Context: an optimization exercise on an open-source flow, tuned for small area and few clock cycles per item. The choices shown serve that exercise and are no tape-out recipe.
RTL that was checked went through simulation tests only; none was proved equivalent to the original.
The clock port is modelled as an ideal driver; clocking choices that lean on that would not hold on a real chip.

## old
Design waterfall_level_to_rgb_core, start of the top module:
module waterfall_level_to_rgb_core (
  input  wire logic                        clk,
  input  wire logic                        rst_n,
  input  wire logic                        in_valid,
  output logic                             in_ready,
  input  wire logic [wfc_pkg::LVL_W-1:0]   in_level,
  output logic                             out_valid,
  input  wire logic                        out_ready,
  output logic      [wfc_pkg::COL_W-1:0]   out_red,
  output logic      [wfc_pkg::COL_W-1:0]   out_green,
  output logic      [wfc_pkg::COL_W-1:0]   out_blue,
  input  wire logic                        psel,
  input  wire logic                        penable,
  input  wire logic                        pwrite,
  input  wire logic [wfc_pkg::APB_AW-1:0]  paddr,
  input  wire logic [wfc_pkg::APB_DW-1:0]  pwdata,
  output logic      [wfc_pkg::APB_DW-1:0]  prdata,
  output logic                             pready
);
  ...
Size in the first run: about 3600 cells after synthesis, ~290 flip-flops, roughly 25000 µm² of cells after synthesis.
==> module wfc_apb_regs, before the edit <==
module wfc_apb_regs (
  input  wire logic                             clk,
  input  wire logic                             rst_n,
  input  wire logic                             psel,
  input  wire logic                             penable,
  input  wire logic                             pwrite,
  input  wire logic [wfc_pkg::APB_AW-1:0]       paddr,
  input  wire logic [wfc_pkg::APB_DW-1:0]       pwdata,
  output logic      [wfc_pkg::APB_DW-1:0]       prdata,
  output logic                                  pready,
  output logic signed [wfc_pkg::LVL_W-1:0]      low_level,
  output logic signed [wfc_pkg::LVL_W-1:0]      high_level
);
  logic signed [15:0] low_r;
  logic signed [15:0] high_r;
  logic               wr_en;
  assign pready = 1'b1;
  assign wr_en  = psel & penable & pwrite;
  always_ff @(posedge clk) begin
    if (!rst_n) begin
      low_r  <= 16'sd480;
      high_r <= 16'sd1440;
    end else if (wr_en) begin
      if (paddr[2]) high_r <= pwdata[15:0];
      else          low_r  <= pwdata[15:0];
    end
  end
  logic [15:0] rd;
  assign rd     = paddr[2] ? high_r : low_r;
  assign prdata = {{16{rd[15]}}, rd};
  assign low_level  = low_r;
  assign high_level = high_r;
endmodule
Settings: LEC_CHECK=0, ABC_AREA=1, CAP_MARGIN=20, CORE_MARGIN=2, CORE_UTILIZATION=40, SLEW_MARGIN=20; clock period 5.0 ns.
run.sh (not shown) runs the stock make flow with config.mk's settings and CLKGATE_MAP_FILE= SYNTH_SCRIPT=/design/flow/synth_recipe.tcl, a recipe that flattens the netlist after the stock synthesis.
Testbench counts of old, summed over its fixed seeds: cycles 16,288, items 16,000.
Here is what was changed in the inputs of new compared with old.
--- a/flow/design.v
+++ b/flow/design.v
@@ -26,16 +26,19 @@
   logic signed [15:0] high_r;
   logic               wr_en;
   assign pready = 1'b1;
   assign wr_en  = psel & penable & pwrite;
-  always_ff @(posedge clk) begin
-    if (!rst_n) begin
-      low_r  <= 16'sd480;
-      high_r <= 16'sd1440;
-    end else if (wr_en) begin
-      if (paddr[2]) high_r <= pwdata[15:0];
-      else          low_r  <= pwdata[15:0];
-    end
+  logic        ld_lo, ld_hi;
+  logic [15:0] nv_lo, nv_hi;
+  assign ld_lo = ~rst_n | (wr_en & ~paddr[2]);
+  assign ld_hi = ~rst_n | (wr_en &  paddr[2]);
+  assign nv_lo = rst_n ? pwdata[15:0] : 16'sd480;
+  assign nv_hi = rst_n ? pwdata[15:0] : 16'sd1440;
+  always_ff @(posedge clk) begin
+    if (ld_lo) low_r <= nv_lo;
+  end
+  always_ff @(posedge clk) begin
+    if (ld_hi) high_r <= nv_hi;
   end
   logic [15:0] rd;
   assign rd     = paddr[2] ? high_r : low_r;
   assign prdata = {{16{rd[15]}}, rd};
Delta (new minus old): cell count lower; placer congestion estimate closely matched the old numbers; sequential share of layout area went up by 0.25 points; post-layout utilization of the core +1.5 points. From old to new the numbers moved as follows: instance count on the critical path increased by 30 relative to the old numbers; number of filler instances in the final layout decreased by 113 relative to the old numbers; horizontal die dimension closely matched the old numbers; clock-buffer cell count decreased by 7 relative to the old numbers. new vs. old: register-to-register slack went down by 90 ps; clock period minus final worst setup slack moved up.
No functional check of the RTL was part of new.

---

## rev 12
waterfall_level_to_rgb_core again, from the RTL that the note above started with.
clock: 5.0 ns
lec_check: 0
abc_area: 1
cap_margin: 20
core_margin: 2
core_utilization: 40
slew_margin: 20
standard.sh (not shown) runs the stock make flow with config.mk's settings and CLKGATE_MAP_FILE= SYNTH_SCRIPT=/design/flow/synth_recipe.tcl, a recipe that flattens the netlist after the stock synthesis.
==> flow/flow/run.sh <==
#!/bin/bash
# Standard layout, with the port buffers made from the smallest buffer cell
# instead of the default clkdlybuf4s50_1, smaller clock-tree buffers after CTS
# at the leaves (flow/post_cts.tcl), no gate cloning in timing repair, and power recovery
# (downsizing gates on paths with positive slack) after global routing.
# Everything else is the standard flow (standard synthesis included). The
# make output goes to a log here; ORFS keeps each step's log.
set -euo pipefail
export BUFFER_PORTS_ARGS="-buffer_cell sky130_fd_sc_hd__buf_1"
export SKIP_GATE_CLONING=1
export RECOVER_POWER=100
export POST_CTS_TCL="$PWD/flow/post_cts.tcl"
bash standard.sh > flow_make.log 2>&1
==> flow/flow/post_cts.tcl <==
set n 0
foreach inst [get_cells clkbuf_leaf_* -filter "ref_name == sky130_fd_sc_hd__clkbuf_16"] {
  replace_cell $inst sky130_fd_sc_hd__clkbuf_8
  incr n
}
foreach inst [get_cells clkload* -filter "ref_name == sky130_fd_sc_hd__clkbuf_16"] {
  replace_cell $inst sky130_fd_sc_hd__clkbuf_1
  incr n
}
foreach inst [get_cells clkload* -filter "ref_name == sky130_fd_sc_hd__clkbuf_8"] {
  replace_cell $inst sky130_fd_sc_hd__clkbuf_1
  incr n
}
puts "post_cts: resized $n clock tree cells"
estimate_parasitics -placement
report_clock_skew
report_worst_slack -max
report_worst_slack -min
Testbench counts of rev 12, summed over its fixed seeds: cycles 16,288, items 16,000.
For rev 13, these inputs were changed with respect to rev 12:
==> flow/design.v, changed modules only <==
module wfc_apb_regs (
  input  wire logic                             clk,
  input  wire logic                             rst_n,
  input  wire logic                             psel,
  input  wire logic                             penable,
  input  wire logic                             pwrite,
  input  wire logic [wfc_pkg::APB_AW-1:0]       paddr,
  input  wire logic [wfc_pkg::APB_DW-1:0]       pwdata,
  output logic      [wfc_pkg::APB_DW-1:0]       prdata,
  output logic                                  pready,
  output logic signed [wfc_pkg::LVL_W-1:0]      low_level,
  output logic signed [wfc_pkg::LVL_W-1:0]      high_level
);
  logic signed [15:0] low_r;
  logic signed [15:0] high_r;
  logic               wr_en;
  assign pready = 1'b1;
  assign wr_en  = psel & penable & pwrite;
  logic        ld_lo, ld_hi;
  logic [15:0] nv_lo, nv_hi;
  assign ld_lo = ~rst_n | (wr_en & ~paddr[2]);
  assign ld_hi = ~rst_n | (wr_en &  paddr[2]);
  assign nv_lo = rst_n ? pwdata[15:0] : 16'sd480;
  assign nv_hi = rst_n ? pwdata[15:0] : 16'sd1440;
  always_ff @(posedge clk) begin
    if (ld_lo) low_r <= nv_lo;
  end
  always_ff @(posedge clk) begin
    if (ld_hi) high_r <= nv_hi;
  end
  logic [15:0] rd;
  assign rd     = paddr[2] ? high_r : low_r;
  assign prdata = {{16{rd[15]}}, rd};
  assign low_level  = low_r;
  assign high_level = high_r;
endmodule
Findings:
Rev 13: flow complete, layout not clean; failing: capacitance limit, slew limit
When the final numbers for rev 12 and rev 13 were put side by side, the via count turned out to be smaller in rev 13.
Re non-clock buffering overhead in the final layout: rev 12 and rev 13 aren't equal, and the lower value belongs to rev 12.
On area of combinational cells with multiple inputs, the higher figure sits with rev 13, not rev 12.
Rev 12 and rev 13 ended up with nearly the same hold slack.
The RTL of rev 13 was laid out without a check of its function.

re-timing with driven ports:
In the flow no input, the clock included, has a driving cell. The finished layouts below were timed again as built, in two steps.
Step 1 (the two cells are an assumption about what drives the block):
set clk [get_ports {clk}]
set_driving_cell -lib_cell sky130_fd_sc_hd__clkbuf_16 $clk
set_driving_cell -lib_cell sky130_fd_sc_hd__buf_2 [delete_from_list [all_inputs] $clk]
Step 2 moves the port delays by t, midway between the first and last clock arrival at a register: inputs arrive t later, outputs are due t later. That takes back most of the time a late clock gives input paths.
Slacks: no drivers / after step 1 / after step 2; pairs: no drivers / after step 1.
run	t (ns)	setup slack, ns	clock arrival spread, ns	pins driven straight from the clock port
old	0.604	0.265 / 0.208 / 0.185	0.018 / 0.018	1
new	0.605	0.261 / 0.261 / 0.153	0.037 / 0.037	1
rev 12	0.583	0.371 / 0.371 / 0.371	0.024 / 0.025	1
rev 13	0.588	0.228 / 0.228 / 0.228	0.022 / 0.022	1
The setup slack of new, which loses most, moves by 0.000 ns with the drivers and by -0.108 ns with both steps.
